From an optimization exercise on the open Yosys and OpenROAD flow, aimed at small area and a short achievable clock period; shortcuts taken in it are not production practice.
At most, simulation tests tie the RTL to the original design; equivalence was not proved.

==> inputs of run G <==
Design twiddle_mult, start of the top module:
module twiddle_mult
#(
    parameter int DATA_W    = 32,
    parameter int START_CNT = 64
) (
    input  logic              clk,
    input  logic              rst_n,
    input  logic [7:0]        cnt,
    input  logic [DATA_W-1:0] data_in,
    output logic [DATA_W-1:0] data_out
);
clock: 8.0 ns
lec_check: 0
cap_margin: 20
core_margin: 2
core_utilization: 40
setup_slack_margin: 3
slew_margin: 20
synth_hierarchical: 1
synth_minimum_keep_size: 0
tns_end_percent: 100
run.sh (not shown) runs the stock make flow with config.mk's settings and CLKGATE_MAP_FILE= SYNTH_SCRIPT=/design/flow/synth_recipe.tcl, a recipe that flattens the netlist after the stock synthesis.
==> inputs of run M, as changes to run G <==
--- a/flow/design.v
+++ b/flow/design.v
@@ -1733,32 +1733,32 @@
     assign im_w78 = (((ci_s1[4] & a[9]) | (ci_s2[4] & a[8])) ^ ci_ng[4]);
     assign im_w79 = (((ci_s1[4] & a[10]) | (ci_s2[4] & a[9])) ^ ci_ng[4]);
     assign im_w80 = (((ci_s1[4] & a[11]) | (ci_s2[4] & a[10])) ^ ci_ng[4]);
     assign im_w81 = (((ci_s1[4] & a[12]) | (ci_s2[4] & a[11])) ^ ci_ng[4]);
     assign im_w82 = (((ci_s1[4] & a[13]) | (ci_s2[4] & a[12])) ^ ci_ng[4]);
     assign im_w83 = (((ci_s1[4] & a[14]) | (ci_s2[4] & a[13])) ^ ci_ng[4]);
     assign im_w84 = (((ci_s1[4] & a[15]) | (ci_s2[4] & a[14])) ^ ci_ng[4]);
     assign im_w85 = ~(((ci_s1[4] & a[15]) | (ci_s2[4] & a[15])) ^ ci_ng[4]);
-    assign im_w86 = (((ci_s1[5] & a[0])) ^ ci_ng[5]);
-    assign im_w87 = (((ci_s1[5] & a[1])) ^ ci_ng[5]);
-    assign im_w88 = (((ci_s1[5] & a[2])) ^ ci_ng[5]);
-    assign im_w89 = (((ci_s1[5] & a[3])) ^ ci_ng[5]);
-    assign im_w90 = (((ci_s1[5] & a[4])) ^ ci_ng[5]);
-    assign im_w91 = (((ci_s1[5] & a[5])) ^ ci_ng[5]);
-    assign im_w92 = (((ci_s1[5] & a[6])) ^ ci_ng[5]);
-    assign im_w93 = (((ci_s1[5] & a[7])) ^ ci_ng[5]);
-    assign im_w94 = (((ci_s1[5] & a[8])) ^ ci_ng[5]);
-    assign im_w95 = (((ci_s1[5] & a[9])) ^ ci_ng[5]);
-    assign im_w96 = (((ci_s1[5] & a[10])) ^ ci_ng[5]);
-    assign im_w97 = (((ci_s1[5] & a[11])) ^ ci_ng[5]);
-    assign im_w98 = (((ci_s1[5] & a[12])) ^ ci_ng[5]);
-    assign im_w99 = (((ci_s1[5] & a[13])) ^ ci_ng[5]);
-    assign im_w100 = (((ci_s1[5] & a[14])) ^ ci_ng[5]);
-    assign im_w101 = (((ci_s1[5] & a[15])) ^ ci_ng[5]);
+    assign im_w86 = ((ci_s1[5] & ~a[0]));
+    assign im_w87 = ((ci_s1[5] & ~a[1]));
+    assign im_w88 = ((ci_s1[5] & ~a[2]));
+    assign im_w89 = ((ci_s1[5] & ~a[3]));
+    assign im_w90 = ((ci_s1[5] & ~a[4]));
+    assign im_w91 = ((ci_s1[5] & ~a[5]));
+    assign im_w92 = ((ci_s1[5] & ~a[6]));
+    assign im_w93 = ((ci_s1[5] & ~a[7]));
+    assign im_w94 = ((ci_s1[5] & ~a[8]));
+    assign im_w95 = ((ci_s1[5] & ~a[9]));
+    assign im_w96 = ((ci_s1[5] & ~a[10]));
+    assign im_w97 = ((ci_s1[5] & ~a[11]));
+    assign im_w98 = ((ci_s1[5] & ~a[12]));
+    assign im_w99 = ((ci_s1[5] & ~a[13]));
+    assign im_w100 = ((ci_s1[5] & ~a[14]));
+    assign im_w101 = ((ci_s1[5] & ~a[15]));
     assign im_w102 = (((cr_s1[0] & b[0])) ^ cr_ng[0]);
     assign im_w103 = (((cr_s1[0] & b[1]) | (cr_s2[0] & b[0])) ^ cr_ng[0]);
     assign im_w104 = (((cr_s1[0] & b[2]) | (cr_s2[0] & b[1])) ^ cr_ng[0]);
     assign im_w105 = (((cr_s1[0] & b[3]) | (cr_s2[0] & b[2])) ^ cr_ng[0]);
     assign im_w106 = (((cr_s1[0] & b[4]) | (cr_s2[0] & b[3])) ^ cr_ng[0]);
     assign im_w107 = (((cr_s1[0] & b[5]) | (cr_s2[0] & b[4])) ^ cr_ng[0]);
     assign im_w108 = (((cr_s1[0] & b[6]) | (cr_s2[0] & b[5])) ^ cr_ng[0]);
     assign im_w109 = (((cr_s1[0] & b[7]) | (cr_s2[0] & b[6])) ^ cr_ng[0]);
==> flow/flow/run.sh (new file) <==
#!/bin/bash
# Standard layout, except that the port buffers are buf_4 cells instead of the
# default choice (a slow delay buffer). Every port still gets its own buffer.
set -euo pipefail
export BUFFER_PORTS_ARGS="-buffer_cell sky130_fd_sc_hd__buf_4"
bash standard.sh finish > standard_finish.log 2>&1
==> flow/standard.sh (new file) <==
#!/bin/bash
# synth_recipe.tcl (not shown) runs the flow's synth.tcl, then flattens the netlist and writes it again
# the make line also repeats each setting of config.mk as NAME=value (left out here)
make -C /OpenROAD-flow-scripts/flow DESIGN_CONFIG=/design/flow/config.mk WORK_HOME=/design/flow/orfs CLKGATE_MAP_FILE= SYNTH_SCRIPT=/design/flow/synth_recipe.tcl "${@:-finish}"
Settings changed: SETUP_SLACK_MARGIN 3 to 4.1.
removed: flow/run.sh
==> inputs of run R, as changes to run G <==
--- a/flow/design.v
+++ b/flow/design.v
@@ -1733,32 +1733,32 @@
     assign im_w78 = (((ci_s1[4] & a[9]) | (ci_s2[4] & a[8])) ^ ci_ng[4]);
     assign im_w79 = (((ci_s1[4] & a[10]) | (ci_s2[4] & a[9])) ^ ci_ng[4]);
     assign im_w80 = (((ci_s1[4] & a[11]) | (ci_s2[4] & a[10])) ^ ci_ng[4]);
     assign im_w81 = (((ci_s1[4] & a[12]) | (ci_s2[4] & a[11])) ^ ci_ng[4]);
     assign im_w82 = (((ci_s1[4] & a[13]) | (ci_s2[4] & a[12])) ^ ci_ng[4]);
     assign im_w83 = (((ci_s1[4] & a[14]) | (ci_s2[4] & a[13])) ^ ci_ng[4]);
     assign im_w84 = (((ci_s1[4] & a[15]) | (ci_s2[4] & a[14])) ^ ci_ng[4]);
     assign im_w85 = ~(((ci_s1[4] & a[15]) | (ci_s2[4] & a[15])) ^ ci_ng[4]);
-    assign im_w86 = (((ci_s1[5] & a[0])) ^ ci_ng[5]);
-    assign im_w87 = (((ci_s1[5] & a[1])) ^ ci_ng[5]);
-    assign im_w88 = (((ci_s1[5] & a[2])) ^ ci_ng[5]);
-    assign im_w89 = (((ci_s1[5] & a[3])) ^ ci_ng[5]);
-    assign im_w90 = (((ci_s1[5] & a[4])) ^ ci_ng[5]);
-    assign im_w91 = (((ci_s1[5] & a[5])) ^ ci_ng[5]);
-    assign im_w92 = (((ci_s1[5] & a[6])) ^ ci_ng[5]);
-    assign im_w93 = (((ci_s1[5] & a[7])) ^ ci_ng[5]);
-    assign im_w94 = (((ci_s1[5] & a[8])) ^ ci_ng[5]);
-    assign im_w95 = (((ci_s1[5] & a[9])) ^ ci_ng[5]);
-    assign im_w96 = (((ci_s1[5] & a[10])) ^ ci_ng[5]);
-    assign im_w97 = (((ci_s1[5] & a[11])) ^ ci_ng[5]);
-    assign im_w98 = (((ci_s1[5] & a[12])) ^ ci_ng[5]);
-    assign im_w99 = (((ci_s1[5] & a[13])) ^ ci_ng[5]);
-    assign im_w100 = (((ci_s1[5] & a[14])) ^ ci_ng[5]);
-    assign im_w101 = (((ci_s1[5] & a[15])) ^ ci_ng[5]);
+    assign im_w86 = ((ci_s1[5] & ~a[0]));
+    assign im_w87 = ((ci_s1[5] & ~a[1]));
+    assign im_w88 = ((ci_s1[5] & ~a[2]));
+    assign im_w89 = ((ci_s1[5] & ~a[3]));
+    assign im_w90 = ((ci_s1[5] & ~a[4]));
+    assign im_w91 = ((ci_s1[5] & ~a[5]));
+    assign im_w92 = ((ci_s1[5] & ~a[6]));
+    assign im_w93 = ((ci_s1[5] & ~a[7]));
+    assign im_w94 = ((ci_s1[5] & ~a[8]));
+    assign im_w95 = ((ci_s1[5] & ~a[9]));
+    assign im_w96 = ((ci_s1[5] & ~a[10]));
+    assign im_w97 = ((ci_s1[5] & ~a[11]));
+    assign im_w98 = ((ci_s1[5] & ~a[12]));
+    assign im_w99 = ((ci_s1[5] & ~a[13]));
+    assign im_w100 = ((ci_s1[5] & ~a[14]));
+    assign im_w101 = ((ci_s1[5] & ~a[15]));
     assign im_w102 = (((cr_s1[0] & b[0])) ^ cr_ng[0]);
     assign im_w103 = (((cr_s1[0] & b[1]) | (cr_s2[0] & b[0])) ^ cr_ng[0]);
     assign im_w104 = (((cr_s1[0] & b[2]) | (cr_s2[0] & b[1])) ^ cr_ng[0]);
     assign im_w105 = (((cr_s1[0] & b[3]) | (cr_s2[0] & b[2])) ^ cr_ng[0]);
     assign im_w106 = (((cr_s1[0] & b[4]) | (cr_s2[0] & b[3])) ^ cr_ng[0]);
     assign im_w107 = (((cr_s1[0] & b[5]) | (cr_s2[0] & b[4])) ^ cr_ng[0]);
     assign im_w108 = (((cr_s1[0] & b[6]) | (cr_s2[0] & b[5])) ^ cr_ng[0]);
     assign im_w109 = (((cr_s1[0] & b[7]) | (cr_s2[0] & b[6])) ^ cr_ng[0]);
==> flow/flow/run.sh (new file) <==
#!/bin/bash
# Standard layout, except that the port buffers are buf_4 cells instead of the
# default choice (a slow delay buffer). Every port still gets its own buffer.
set -euo pipefail
export BUFFER_PORTS_ARGS="-buffer_cell sky130_fd_sc_hd__buf_4"
bash standard.sh finish > standard_finish.log 2>&1
==> flow/standard.sh (new file) <==
#!/bin/bash
# synth_recipe.tcl (not shown) runs the flow's synth.tcl, then flattens the netlist and writes it again
# the make line also repeats each setting of config.mk as NAME=value (left out here)
make -C /OpenROAD-flow-scripts/flow DESIGN_CONFIG=/design/flow/config.mk WORK_HOME=/design/flow/orfs CLKGATE_MAP_FILE= SYNTH_SCRIPT=/design/flow/synth_recipe.tcl "${@:-finish}"
Settings changed: SETUP_SLACK_MARGIN 3 to 3.8.
removed: flow/run.sh
==> inputs of run H, as changes to run G <==
--- a/flow/design.v
+++ b/flow/design.v
@@ -1733,32 +1733,32 @@
     assign im_w78 = (((ci_s1[4] & a[9]) | (ci_s2[4] & a[8])) ^ ci_ng[4]);
     assign im_w79 = (((ci_s1[4] & a[10]) | (ci_s2[4] & a[9])) ^ ci_ng[4]);
     assign im_w80 = (((ci_s1[4] & a[11]) | (ci_s2[4] & a[10])) ^ ci_ng[4]);
     assign im_w81 = (((ci_s1[4] & a[12]) | (ci_s2[4] & a[11])) ^ ci_ng[4]);
     assign im_w82 = (((ci_s1[4] & a[13]) | (ci_s2[4] & a[12])) ^ ci_ng[4]);
     assign im_w83 = (((ci_s1[4] & a[14]) | (ci_s2[4] & a[13])) ^ ci_ng[4]);
     assign im_w84 = (((ci_s1[4] & a[15]) | (ci_s2[4] & a[14])) ^ ci_ng[4]);
     assign im_w85 = ~(((ci_s1[4] & a[15]) | (ci_s2[4] & a[15])) ^ ci_ng[4]);
-    assign im_w86 = (((ci_s1[5] & a[0])) ^ ci_ng[5]);
-    assign im_w87 = (((ci_s1[5] & a[1])) ^ ci_ng[5]);
-    assign im_w88 = (((ci_s1[5] & a[2])) ^ ci_ng[5]);
-    assign im_w89 = (((ci_s1[5] & a[3])) ^ ci_ng[5]);
-    assign im_w90 = (((ci_s1[5] & a[4])) ^ ci_ng[5]);
-    assign im_w91 = (((ci_s1[5] & a[5])) ^ ci_ng[5]);
-    assign im_w92 = (((ci_s1[5] & a[6])) ^ ci_ng[5]);
-    assign im_w93 = (((ci_s1[5] & a[7])) ^ ci_ng[5]);
-    assign im_w94 = (((ci_s1[5] & a[8])) ^ ci_ng[5]);
-    assign im_w95 = (((ci_s1[5] & a[9])) ^ ci_ng[5]);
-    assign im_w96 = (((ci_s1[5] & a[10])) ^ ci_ng[5]);
-    assign im_w97 = (((ci_s1[5] & a[11])) ^ ci_ng[5]);
-    assign im_w98 = (((ci_s1[5] & a[12])) ^ ci_ng[5]);
-    assign im_w99 = (((ci_s1[5] & a[13])) ^ ci_ng[5]);
-    assign im_w100 = (((ci_s1[5] & a[14])) ^ ci_ng[5]);
-    assign im_w101 = (((ci_s1[5] & a[15])) ^ ci_ng[5]);
+    assign im_w86 = ((ci_s1[5] & ~a[0]));
+    assign im_w87 = ((ci_s1[5] & ~a[1]));
+    assign im_w88 = ((ci_s1[5] & ~a[2]));
+    assign im_w89 = ((ci_s1[5] & ~a[3]));
+    assign im_w90 = ((ci_s1[5] & ~a[4]));
+    assign im_w91 = ((ci_s1[5] & ~a[5]));
+    assign im_w92 = ((ci_s1[5] & ~a[6]));
+    assign im_w93 = ((ci_s1[5] & ~a[7]));
+    assign im_w94 = ((ci_s1[5] & ~a[8]));
+    assign im_w95 = ((ci_s1[5] & ~a[9]));
+    assign im_w96 = ((ci_s1[5] & ~a[10]));
+    assign im_w97 = ((ci_s1[5] & ~a[11]));
+    assign im_w98 = ((ci_s1[5] & ~a[12]));
+    assign im_w99 = ((ci_s1[5] & ~a[13]));
+    assign im_w100 = ((ci_s1[5] & ~a[14]));
+    assign im_w101 = ((ci_s1[5] & ~a[15]));
     assign im_w102 = (((cr_s1[0] & b[0])) ^ cr_ng[0]);
     assign im_w103 = (((cr_s1[0] & b[1]) | (cr_s2[0] & b[0])) ^ cr_ng[0]);
     assign im_w104 = (((cr_s1[0] & b[2]) | (cr_s2[0] & b[1])) ^ cr_ng[0]);
     assign im_w105 = (((cr_s1[0] & b[3]) | (cr_s2[0] & b[2])) ^ cr_ng[0]);
     assign im_w106 = (((cr_s1[0] & b[4]) | (cr_s2[0] & b[3])) ^ cr_ng[0]);
     assign im_w107 = (((cr_s1[0] & b[5]) | (cr_s2[0] & b[4])) ^ cr_ng[0]);
     assign im_w108 = (((cr_s1[0] & b[6]) | (cr_s2[0] & b[5])) ^ cr_ng[0]);
     assign im_w109 = (((cr_s1[0] & b[7]) | (cr_s2[0] & b[6])) ^ cr_ng[0]);
Settings changed: SETUP_SLACK_MARGIN 3 to 3.6.
==> out/results.tsv <==
stage	metric	value	unit
status	outcome	no timing/DRC/antenna violations	
power_and_ir_drop	vdd_drop_max	0.1563	mV
layout	clkCellAreaFrac	0.02416	
setup_path	path_delay_family	buffers and inverters	
power_and_ir_drop	switching_share	0.4648	
power_and_ir_drop	p_switching	0.003272	W
detailed_routing	wl_per_cell	27.49	um
global_route	use_met3	0.06659	
logic_synthesis	syn-instance-count	2087	
detailed_routing	vias	17590	
setup_path	required	6.40	ns
# the run above: run H

==> out/results.tsv <==
stage	metric	value	unit
setup_path	reg2reg_setup_slack	3.85	ns
layout	clkCellAreaFrac	0.02605	
logic_synthesis	syn-instance-count	2087	
layout	drive_gt1_frac	0.2155	
power_and_ir_drop	p_switching	0.003224	W
setup_path	required	8.38	ns
global_route	use_met2	0.4361	
setup_path	crit_start	data_in[21]	
detailed_routing	wl_per_cell	25.21	um
status	outcome	no timing/DRC/antenna violations	
power_and_ir_drop	p_per_area	301.2	nW/um2
setup_path	path_delay_family	adder cells	
timing	fmax	238.1	MHz
power_and_ir_drop	switching_share	0.4612	
detailed_routing	vias	16680	
global_route	grt_pass1_wl	107000	um
# the run above: run R

==> out/results.tsv <==
stage	metric	value	unit
logic_synthesis	syn-instance-count	2076	
floorplan	tap_cells	672	
power_and_ir_drop	switching_share	0.4699	
status	outcome	no timing/DRC/antenna violations	
detailed_routing	wl_per_cell	25.89	um
setup_path	required	8.32	ns
power_and_ir_drop	powerSeq	0.00107	W
power_and_ir_drop	vdd_drop_max	0.1358	mV
setup_path	path_delay_family	adder cells	
# the run above: run G

==> out/results.tsv <==
stage	metric	value	unit
setup_path	path_delay_family	compound AO/OA/AOI/OAI gates	
status	outcome	no timing/DRC/antenna violations	
setup_path	required	6.40	ns
logic_synthesis	syn-instance-count	2087	
layout	clkCellAreaFrac	0.02156	
power_and_ir_drop	switching_share	0.4549	
detailed_routing	wl_per_cell	28.36	um
global_route	use_met3	0.07949	
# the run above: run M

The RTL of run G was laid out without a check of its function.

[port drivers added, routing unchanged]
Ports are ideal in the flow. The routed layouts listed here were re-timed in OpenROAD. Step 1 sets driving cells, clkbuf_16 on the clock port and buf_2 on the other inputs (assumed; they add their load-dependent delay and slew). Step 2 also shifts input and output timing later by t, the mid clock arrival at the registers, as if the neighbouring blocks saw the same clock. Three values: ideal, step 1, step 2; two values: the first two.
run | t (ns) | setup WS [ns] | worst data-port slew with drivers (ns)
run G | 0.507 | 3.091 / 3.105 / 2.614 | 0.08
run M | 0.516 | 3.769 / 3.561 / 3.045 | 0.43
run R | 0.506 | 3.799 / 3.756 / 3.250 | 0.14
run H | 0.516 | 3.609 / 3.555 / 3.060 | 0.11
After both steps every run listed still meets setup and hold. The setup slack of run M, which loses most, moves by -0.208 ns with the drivers and by -0.724 ns with both steps.
